Background: an optimization exercise with open tools, aiming at small area, a short achievable clock period and few clock cycles per item. Do not read the settings as production practice.
In this exercise RTL edits were held to simulation tests only and were not proved equivalent to the original.
Power and IR drop assume default switching activity.

yarrow:
==> flow/design.v (excerpt) <==
module alu_exec_unit #(
  parameter int WIDTH = 32,
  parameter int SHW   = $clog2(WIDTH)
) (
  input  logic             clk,
  input  logic             reset,
  input  logic             valid_in,
  output logic             ready,
  input  logic [3:0]       alu_ctrl,
  input  logic [WIDTH-1:0] op_a,
  input  logic [WIDTH-1:0] op_b,
  output logic             valid_out,
  output logic [WIDTH-1:0] result,
  output logic             zero,
  output logic             branch_taken
);
==> flow/config.mk <==
export PLATFORM = sky130hd
export DESIGN_NAME = alu_exec_unit
export DESIGN_NICKNAME = alu_exec_unit
export VERILOG_FILES = /design/flow/design.v
export SDC_FILE = /design/flow/constraint.sdc
export NUM_CORES = 4
export LEC_CHECK = 0
export ABC_AREA = 1
export CAP_MARGIN = 20
export CORE_MARGIN = 2
export CORE_UTILIZATION = 30
export PLACE_DENSITY = 0.4
export SETUP_SLACK_MARGIN = 5
export SLEW_MARGIN = 20
==> flow/constraint.sdc <==
create_clock -name core_clock -period 10.0 [get_ports {clk}]
set_input_delay 2.0000 -clock core_clock [delete_from_list [all_inputs] [get_ports {clk}]]
set_output_delay 2.0000 -clock core_clock [all_outputs]
set_load 0.01 [all_outputs]
standard.sh (not shown) runs the stock make flow with config.mk's settings and CLKGATE_MAP_FILE= SYNTH_SCRIPT=/design/flow/synth_recipe.tcl, a recipe that flattens the netlist after the stock synthesis.
==> flow/flow/run.sh <==
#!/bin/bash
set -euo pipefail
MARGIN=6.6
PORTS="'BUFFER_PORTS_ARGS=-buffer_cell sky130_fd_sc_hd__buf_2'"
sed "s/SETUP_SLACK_MARGIN=[0-9.]*/SETUP_SLACK_MARGIN=${MARGIN} ${PORTS}/" standard.sh > standard_cts.sh
sed "s/SETUP_SLACK_MARGIN=[0-9.]*/SETUP_SLACK_MARGIN=0 ${PORTS}/" standard.sh > standard_fin.sh
grep -q "SETUP_SLACK_MARGIN=${MARGIN} 'BUFFER_PORTS_ARGS" standard_cts.sh
grep -q "SETUP_SLACK_MARGIN=0 'BUFFER_PORTS_ARGS" standard_fin.sh
bash standard_cts.sh cts > orfs_make_cts.log 2>&1
bash standard_fin.sh > orfs_make_finish.log 2>&1
Testbench counts of yarrow, summed over its fixed seeds: cycles 47,809, items 24,000.
> inputs changed (yarrow -> harbor)
- CORE_UTILIZATION changed from 30 to 45
- PLACE_DENSITY changed from 0.4 to 0.5
==> flow/flow/run.sh <==
#!/bin/bash
set -euo pipefail
MARGIN=6.2
sed "s/SETUP_SLACK_MARGIN=[0-9.]*/SETUP_SLACK_MARGIN=${MARGIN} SKIP_INCREMENTAL_REPAIR=1 'BUFFER_PORTS_ARGS=-buffer_cell sky130_fd_sc_hd__buf_2'/" standard.sh > standard_margin.sh
grep -q "SKIP_INCREMENTAL_REPAIR=1 'BUFFER_PORTS_ARGS=-buffer_cell sky130_fd_sc_hd__buf_2'" standard_margin.sh
bash standard_margin.sh > orfs_make.log 2>&1
## What came out
harbor went all the way through the flow, and no timing, DRC or antenna check failed.
Measured against each other, harbor and yarrow differ in portion of the clock cycle consumed by the worst path in the final layout, the lower figure coming from yarrow.
NOTE: area inside the core boundary in harbor falls short of that of yarrow
From yarrow to harbor the numbers moved as follows: design area went down by 1300 sq um; routing usage on met3 went up by 4.2 points; clock distribution area overhead in the final layout went up by 0.47 points.
Count of inverters not on the clock network in the layout in harbor is 2 below yarrow.
Input-level comparison between lagoon and harbor:
- swapping 0.5 for 0.4 in PLACE_DENSITY
- putting CTS_BUF_LIST at sky130_fd_sc_hd__clkbuf_4 sky130_fd_sc_hd__clkbuf_8 where nothing was set
- swapping 45 for 30 in CORE_UTILIZATION
==> flow/flow/run.sh <==
#!/bin/bash
set -euo pipefail
MARGIN=6.2
FINMARGIN=5.9
PORTS="'BUFFER_PORTS_ARGS=-buffer_cell sky130_fd_sc_hd__buf_2'"
sed "s/SETUP_SLACK_MARGIN=[0-9.]*/SETUP_SLACK_MARGIN=${MARGIN} ${PORTS}/" standard.sh > standard_cts.sh
sed "s/SETUP_SLACK_MARGIN=[0-9.]*/SETUP_SLACK_MARGIN=${FINMARGIN} ${PORTS}/" standard.sh > standard_fin.sh
grep -q "SETUP_SLACK_MARGIN=${MARGIN} 'BUFFER_PORTS_ARGS" standard_cts.sh
grep -q "SETUP_SLACK_MARGIN=${FINMARGIN} 'BUFFER_PORTS_ARGS" standard_fin.sh
bash standard_cts.sh cts > orfs_make_cts.log 2>&1
bash standard_fin.sh > orfs_make_finish.log 2>&1
==> comparison <==
- There was hardly any difference in area after synthesis between lagoon and harbor.
- Non-clock buffer count shrinks by a few percent when moving from harbor to lagoon.
- lagoon: routed wire length is 12% higher than what harbor reported.
- On portion of total power attributed to the clock network, the lower figure sits with lagoon, not harbor.


Another version of the RTL of alu_exec_unit (not shown whole).
Size: ~2800 cells after synthesis, about 110 I/O pins, about 0.017 mm² of cells after synthesis.
==> flow/design.v (excerpt) <==
module alu_exec_unit #(
  parameter int WIDTH = 32,
  parameter int SHW   = $clog2(WIDTH)
) (
  input  logic             clk,
  input  logic             reset,
  input  logic             valid_in,
  output logic             ready,
  input  logic [3:0]       alu_ctrl,
  input  logic [WIDTH-1:0] op_a,
  input  logic [WIDTH-1:0] op_b,
  output logic             valid_out,
  output logic [WIDTH-1:0] result,
  output logic             zero,
  output logic             branch_taken
);
clock: 10.0 ns
lec_check: 0
abc_area: 1
cap_margin: 20
core_margin: 2
core_utilization: 30
cts_buf_list: sky130_fd_sc_hd__clkbuf_8
place_density: 0.4
setup_slack_margin: 5
slew_margin: 20
==> flow/flow/run.sh <==
#!/bin/bash
set -euo pipefail
MARGIN=6.2
PORTS="'BUFFER_PORTS_ARGS=-buffer_cell sky130_fd_sc_hd__buf_2'"
sed "s/SETUP_SLACK_MARGIN=[0-9.]*/SETUP_SLACK_MARGIN=${MARGIN} ${PORTS}/" standard.sh > standard_cts.sh
sed "s/SETUP_SLACK_MARGIN=[0-9.]*/SETUP_SLACK_MARGIN=0 ${PORTS}/" standard.sh > standard_fin.sh
grep -q "SETUP_SLACK_MARGIN=${MARGIN} 'BUFFER_PORTS_ARGS" standard_cts.sh
grep -q "SETUP_SLACK_MARGIN=0 'BUFFER_PORTS_ARGS" standard_fin.sh
bash standard_cts.sh cts > orfs_make_cts.log 2>&1
bash standard_fin.sh > orfs_make_finish.log 2>&1
The starting point completed with no timing, DRC or antenna violations.
Testbench counts at the start, summed over its fixed seeds: cycles 47,797, items 24,000.
==> next run, changes <==
--- a/flow/flow/run.sh
+++ b/flow/flow/run.sh
@@ -1,5 +1,5 @@
 #!/bin/bash
 set -euo pipefail
-MARGIN=6.2
+MARGIN=6.5
 PORTS="'BUFFER_PORTS_ARGS=-buffer_cell sky130_fd_sc_hd__buf_2'"
 sed "s/SETUP_SLACK_MARGIN=[0-9.]*/SETUP_SLACK_MARGIN=${MARGIN} ${PORTS}/" standard.sh > standard_cts.sh
Settings changed: CTS_BUF_LIST sky130_fd_sc_hd__clkbuf_8 to sky130_fd_sc_hd__clkbuf_4 sky130_fd_sc_hd__clkbuf_8.
Routed wire length increases by 2.1%; worst hold slack gets worse by 0.010 ns; sequential cell count stays the same; register-to-register slack gets better by 0.19 ns; synthesized area is unchanged; clock skew decreases by 0.0083 ns; clock power decreases by 5.5%; die area does not change.


Another version of the RTL of alu_exec_unit (not shown whole).
For scale: about 2700 cells after synthesis, roughly 160 flip-flops, about 110 I/O pins.
Settings: LEC_CHECK=0, ABC_AREA=1, CAP_MARGIN=20, CORE_MARGIN=2, CORE_UTILIZATION=30, CTS_BUF_LIST=sky130_fd_sc_hd__clkbuf_4 sky130_fd_sc_hd__clkbuf_8, PLACE_DENSITY=0.4, SETUP_SLACK_MARGIN=5, SLEW_MARGIN=20; clock period 10.0 ns.
==> flow/flow/run.sh <==
#!/bin/bash
set -euo pipefail
MARGIN=6.2
PORTS="'BUFFER_PORTS_ARGS=-buffer_cell sky130_fd_sc_hd__buf_2'"
sed "s/SETUP_SLACK_MARGIN=[0-9.]*/SETUP_SLACK_MARGIN=${MARGIN} ${PORTS}/" standard.sh > standard_cts.sh
sed "s/SETUP_SLACK_MARGIN=[0-9.]*/SETUP_SLACK_MARGIN=0 ${PORTS}/" standard.sh > standard_fin.sh
grep -q "SETUP_SLACK_MARGIN=${MARGIN} 'BUFFER_PORTS_ARGS" standard_cts.sh
grep -q "SETUP_SLACK_MARGIN=0 'BUFFER_PORTS_ARGS" standard_fin.sh
bash standard_cts.sh cts > orfs_make_cts.log 2>&1
bash standard_fin.sh > orfs_make_finish.log 2>&1
The starting point produced a clean layout.
Testbench counts at the start, summed over its fixed seeds: cycles 47,809, items 24,000.
Then changed:
--- a/flow/flow/run.sh
+++ b/flow/flow/run.sh
@@ -1,5 +1,5 @@
 #!/bin/bash
 set -euo pipefail
-MARGIN=6.2
+MARGIN=6.7
 PORTS="'BUFFER_PORTS_ARGS=-buffer_cell sky130_fd_sc_hd__buf_2'"
 sed "s/SETUP_SLACK_MARGIN=[0-9.]*/SETUP_SLACK_MARGIN=${MARGIN} ${PORTS}/" standard.sh > standard_cts.sh
- CTS_BUF_LIST: sky130_fd_sc_hd__clkbuf_4 sky130_fd_sc_hd__clkbuf_8 -> sky130_fd_sc_hd__clkbuf_8 sky130_fd_sc_hd__clkbuf_16
Result: Combinational power rose by about 4%; sequential power barely changes; wire length rose by 1.7%; clock skew fell by 0.0079 ns; via count rose by 2.5%; design area rose by 11%; utilization rose by 3.7 points; sequential share of layout area fell by 1.8 points; setup slack improved by 0.23 ns; clock-buffer cell count fell by 1.
Then changed:
--- a/flow/flow/run.sh
+++ b/flow/flow/run.sh
@@ -1,5 +1,5 @@
 #!/bin/bash
 set -euo pipefail
-MARGIN=6.7
+MARGIN=6.5
 PORTS="'BUFFER_PORTS_ARGS=-buffer_cell sky130_fd_sc_hd__buf_2'"
 sed "s/SETUP_SLACK_MARGIN=[0-9.]*/SETUP_SLACK_MARGIN=${MARGIN} ${PORTS}/" standard.sh > standard_cts.sh
- CTS_BUF_LIST: sky130_fd_sc_hd__clkbuf_8 sky130_fd_sc_hd__clkbuf_16 -> sky130_fd_sc_hd__clkbuf_4 sky130_fd_sc_hd__clkbuf_8
The changed run completed without violations.
Final area fell by 8.3%.
Routed wire length came out lower by about 2%.
Count of clock-buffer cells in the layout rose by 2.
Die area is unchanged.
Fmax rises by about 2%.
Via count is lower by 2.7%.
First-iteration DRC count is lower by about 6%.
Setup slack is better by 0.074 ns.
Total power decreases by 8.2%.
Global-route usage drops by 0.82 points.
Then changed:
- CTS_BUF_LIST: sky130_fd_sc_hd__clkbuf_4 sky130_fd_sc_hd__clkbuf_8 -> sky130_fd_sc_hd__clkbuf_8 sky130_fd_sc_hd__clkbuf_16
After rerunning: Non-clock buffer count is higher by 2; routed wire length barely changes; worst setup slack degrades by 0.024 ns; global-route usage stays flat; synthesized area is unchanged.


== the baseline ==
alu_exec_unit again, from the RTL that the note above started with.
Settings: LEC_CHECK=0, ABC_AREA=1, CAP_MARGIN=20, CORE_MARGIN=2, CORE_UTILIZATION=30, CTS_BUF_LIST=sky130_fd_sc_hd__clkbuf_4 sky130_fd_sc_hd__clkbuf_8, PLACE_DENSITY=0.4, SETUP_SLACK_MARGIN=5, SLEW_MARGIN=20; clock period 10.0 ns.
==> flow/flow/run.sh <==
#!/bin/bash
set -euo pipefail
MARGIN=6.6
PORTS="'BUFFER_PORTS_ARGS=-buffer_cell sky130_fd_sc_hd__buf_2'"
sed "s/SETUP_SLACK_MARGIN=[0-9.]*/SETUP_SLACK_MARGIN=${MARGIN} ${PORTS}/" standard.sh > standard_cts.sh
sed "s/SETUP_SLACK_MARGIN=[0-9.]*/SETUP_SLACK_MARGIN=0 ${PORTS}/" standard.sh > standard_fin.sh
grep -q "SETUP_SLACK_MARGIN=${MARGIN} 'BUFFER_PORTS_ARGS" standard_cts.sh
grep -q "SETUP_SLACK_MARGIN=0 'BUFFER_PORTS_ARGS" standard_fin.sh
bash standard_cts.sh cts > orfs_make_cts.log 2>&1
bash standard_fin.sh > orfs_make_finish.log 2>&1
Testbench counts of the baseline, summed over its fixed seeds: cycles 47,809, items 24,000.
[inputs] the candidate vs the baseline
--- a/flow/flow/run.sh
+++ b/flow/flow/run.sh
@@ -3 +3 @@
-MARGIN=6.6
+MARGIN=7.0
==> comparison <==
- Average wire per standard cell of the candidate exceeds that of the baseline slightly.
- The candidate: register-to-register slack is 230 ps higher than what the baseline reported.
- Wire length of the first global-routing pass delta (the candidate − the baseline): unfavourable
- Looking at worst setup path startpoint, the c_yr result is from the baseline; the op_b[20] one comes from the candidate.
- [compare] base=the baseline new=the candidate: clock period minus final worst setup slack now sits lower, number of non-filler instances in the completed layout now sits higher, fraction of met3 tracks used by global routing now sits higher.
- Delta(combinational fraction of design power, the candidate - the baseline) > 0
- Library cell contributing the largest single delay on the critical path = sky130_fd_sc_hd__bufbuf_16: the candidate; library cell contributing the largest single delay on the critical path = sky130_fd_sc_hd__ha_1: the baseline
- Wire length reported by the detailed router delta for the candidate relative to the baseline: 5.2% higher
- Comparing the baseline and the candidate, setup slack is higher on the candidate.
- Comparing the baseline against the candidate, there is no change at all in count of input and output buffers.
- The candidate went all the way through synthesis, placement and routing and the layout is clean on timing, DRC and antenna.
- Lower data required time at the worst endpoint was reported by the candidate, not the baseline.


Setup of run 1:
alu_exec_unit with an RTL version that a note above also has.
For scale: roughly 2800 cells after synthesis, roughly 110 I/O pins, roughly 0.017 sq mm of cells after synthesis.
clock: 10.0 ns
lec_check: 0
abc_area: 1
cap_margin: 20
core_margin: 2
core_utilization: 30
place_density: 0.4
setup_slack_margin: 5
slew_margin: 20
==> flow/flow/run.sh <==
#!/bin/bash
set -euo pipefail
MARGIN=6.2
PORTS="'BUFFER_PORTS_ARGS=-buffer_cell sky130_fd_sc_hd__buf_2'"
sed "s/SETUP_SLACK_MARGIN=[0-9.]*/SETUP_SLACK_MARGIN=${MARGIN} ${PORTS}/" standard.sh > standard_cts.sh
sed "s/SETUP_SLACK_MARGIN=[0-9.]*/SETUP_SLACK_MARGIN=0 ${PORTS}/" standard.sh > standard_fin.sh
grep -q "SETUP_SLACK_MARGIN=${MARGIN} 'BUFFER_PORTS_ARGS" standard_cts.sh
grep -q "SETUP_SLACK_MARGIN=0 'BUFFER_PORTS_ARGS" standard_fin.sh
bash standard_cts.sh cts > orfs_make_cts.log 2>&1
bash standard_fin.sh > orfs_make_finish.log 2>&1
Run 1 reached the end of the flow, and the finished layout is clean on the timing, design-rule and antenna checks.
Testbench counts of run 1, summed over its fixed seeds: cycles 47,809, items 24,000.
Input-level comparison between run 2 and run 1:
Settings: putting CTS_BUF_LIST at sky130_fd_sc_hd__clkbuf_4 sky130_fd_sc_hd__clkbuf_8 where nothing was set.
diff --git a/flow/flow/run.sh b/flow/flow/run.sh
--- a/flow/flow/run.sh
+++ b/flow/flow/run.sh
@@ -2,5 +2,5 @@
 set -euo pipefail
 MARGIN=6.2
-PORTS="'BUFFER_PORTS_ARGS=-buffer_cell sky130_fd_sc_hd__buf_2'"
+PORTS="'BUFFER_PORTS_ARGS=-buffer_cell sky130_fd_sc_hd__buf_1'"
 sed "s/SETUP_SLACK_MARGIN=[0-9.]*/SETUP_SLACK_MARGIN=${MARGIN} ${PORTS}/" standard.sh > standard_cts.sh
 sed "s/SETUP_SLACK_MARGIN=[0-9.]*/SETUP_SLACK_MARGIN=0 ${PORTS}/" standard.sh > standard_fin.sh
Run 2 vs run 1: count of inverters not on the clock network in the layout up slightly
Of run 2 and run 1, the lower combinational power share belongs to run 1.
From run 1 to run 2 the numbers moved as follows: net switching power figure about even, area fraction in compound gates after synthesis about even, power fell about 6%, total met3 wirelength after detailed routing rose 15%, largest clock skew in the final design rose 0.0055 ns.
DRC marker count from the first detailed-route iteration delta (run 2 − run 1): unfavourable
Multi-input logic area sits higher in run 2 than in run 1.
For cell count, run 1 and run 2 come out practically identical.
As far as overflow left after global routing is concerned, run 2 and run 1 perform about the same.
Setup changes, run 2 to run 3
Settings: CTS_BUF_LIST removed (was sky130_fd_sc_hd__clkbuf_4 sky130_fd_sc_hd__clkbuf_8).
==> flow/flow/run.sh <==
#!/bin/bash
set -euo pipefail
MARGIN=6.2
sed "s/SETUP_SLACK_MARGIN=[0-9.]*/SETUP_SLACK_MARGIN=${MARGIN} SKIP_INCREMENTAL_REPAIR=1 'BUFFER_PORTS_ARGS=-buffer_cell sky130_fd_sc_hd__buf_2'/" standard.sh > standard_margin.sh
grep -q "SKIP_INCREMENTAL_REPAIR=1 'BUFFER_PORTS_ARGS=-buffer_cell sky130_fd_sc_hd__buf_2'" standard_margin.sh
bash standard_margin.sh > orfs_make.log 2>&1
--- outcome ---
- On layout-stage area growth over the synthesis result: between run 3 and run 2, it ends up lower for run 2.
- Run 2 → run 3: routed wire length rose about 1%; power went up; met2 routed wirelength picked up an extra 2.2%; data required time of the worst path saw little to no change; design area saw an increase.
- NOTE cell-internal power run 2->run 3 increased by more than 10%
- Going from run 2 to run 3, the combinational share of power was found to have gone down by 3.2 points.
### run 3 -> run 4
Settings: putting CTS_BUF_LIST at sky130_fd_sc_hd__clkbuf_4 sky130_fd_sc_hd__clkbuf_8 where nothing was set.
==> flow/flow/run.sh <==
#!/bin/bash
set -euo pipefail
MARGIN=6.2
PORTS="'BUFFER_PORTS_ARGS=-buffer_cell sky130_fd_sc_hd__buf_2'"
sed "s/SETUP_SLACK_MARGIN=[0-9.]*/SETUP_SLACK_MARGIN=${MARGIN} ${PORTS}/" standard.sh > standard_cts.sh
sed "s/SETUP_SLACK_MARGIN=[0-9.]*/SETUP_SLACK_MARGIN=0 ${PORTS}/" standard.sh > standard_fin.sh
grep -q "SETUP_SLACK_MARGIN=${MARGIN} 'BUFFER_PORTS_ARGS" standard_cts.sh
grep -q "SETUP_SLACK_MARGIN=0 'BUFFER_PORTS_ARGS" standard_fin.sh
bash standard_cts.sh cts > orfs_make_cts.log 2>&1
bash standard_fin.sh > orfs_make_finish.log 2>&1
- No stage failed in run 4, and the final checks on the layout all came back clean.
- Relative to run 3, non-clock buffer count has gone down in run 4.
- The final reports for run 4 and run 3 show global-route wire length before repair lower in the former.
- Worst hold-check slack (lower): run 3
- Count of vias placed by the detailed router shrinks slightly when moving from run 3 to run 4.
- Comparing run 4 with run 3, the clock skew came out essentially unchanged.
- ~same multi-input logic area in run 4 and run 3
- Run 4 gives less total power than run 3 did.
- Compared run 4 vs run 3, and fraction of final layout cells sized beyond drive strength 1 is down in run 4.
- Summary of the comparison: post-layout utilization of the core is lower in run 4, relative to run 3.
- Compared with run 3, run 4 has less setup slack.
- Cmp run 4 vs run 3: cell depth of the worst setup path higher in run 4
> inputs changed (run 4 -> run 5)
Settings: a deleted CTS_BUF_LIST that had been sky130_fd_sc_hd__clkbuf_4 sky130_fd_sc_hd__clkbuf_8.
diff --git a/flow/flow/run.sh b/flow/flow/run.sh
--- a/flow/flow/run.sh
+++ b/flow/flow/run.sh
@@ -1,5 +1,5 @@
 #!/bin/bash
 set -euo pipefail
-MARGIN=6.2
+MARGIN=5.9
 PORTS="'BUFFER_PORTS_ARGS=-buffer_cell sky130_fd_sc_hd__buf_2'"
 sed "s/SETUP_SLACK_MARGIN=[0-9.]*/SETUP_SLACK_MARGIN=${MARGIN} ${PORTS}/" standard.sh > standard_cts.sh
Findings:
Run 5: number of buffers and inverters on the critical path 1 below run 4. Run 4 → run 5: clock latency of the later-clocked register in the worst-skew pair dropped 0.07 ns, power attributed to the clock group climbed 35%. The area used by sequential logic in the layout number comes out higher for run 4 vs run 5. Post-CTS setup buffer count: run 5 vs run 4 down 15. Between run 4 and run 5, layout overhead on the synthesized area is lower for run 5, run 4 comes in above that.

-- port drivers added, routing unchanged --
How much do the figures lean on ideal ports? The routed layouts below were timed once more, with nothing changed but the port constraints.
Step 1, drivers: a clkbuf_16 drives clk and a buf_2 each remaining input, both assumed.
Step 2 adds t to the input delays and takes it off the output delays; t is the mean of the earliest and latest rising clock arrival at the registers after step 1. Input paths then give back, and output paths get back, about the clock's delay inside the block.
Slacks: ideal ports / drivers / drivers and shift; pairs: ideal ports / drivers.
run	t (ns)	slack for setup (ns)	worst setup path at the end	worst register clock-pin slew, ns
yarrow	0.561	5.965 / 5.965 / 5.965	register to register	0.07 / 0.07
harbor	0.512	5.934 / 5.934 / 5.670	input to register	0.07 / 0.07
lagoon	0.609	5.978 / 5.978 / 5.528	input to register	0.10 / 0.10
the first run of note 2	0.595	6.064 / 6.064 / 5.618	input to register	0.12 / 0.12
the second run of note 2	0.642	6.255 / 6.255 / 5.744	input to register	0.12 / 0.12
the first run of note 3	0.617	6.050 / 6.050 / 5.519	input to register	0.11 / 0.11
the second run of note 3	0.570	6.278 / 6.278 / 5.857	input to register	0.09 / 0.09
the third run of note 3	0.613	6.352 / 6.352 / 5.780	input to register	0.11 / 0.11
the fourth run of note 3	0.548	6.328 / 6.342 / 5.814	input to register	0.08 / 0.08
the baseline	0.640	6.423 / 6.423 / 5.878	input to register	0.12 / 0.12
the candidate	0.611	6.579 / 6.588 / 5.977	input to register	0.12 / 0.12
run 1	0.545	6.016 / 6.016 / 5.635	input to register	0.08 / 0.08
run 2	0.631	5.895 / 5.895 / 5.420	input to register	0.10 / 0.10
run 3	0.545	6.016 / 6.016 / 5.635	input to register	0.08 / 0.08
run 4	0.613	5.982 / 5.982 / 5.539	input to register	0.10 / 0.10
run 5	0.552	5.758 / 5.758 / 5.302	input to register	0.08 / 0.08
After both steps setup and hold are still met in every run listed. The setup slack of the candidate, which loses most, moves by +0.009 ns with the drivers and by -0.602 ns with both steps.
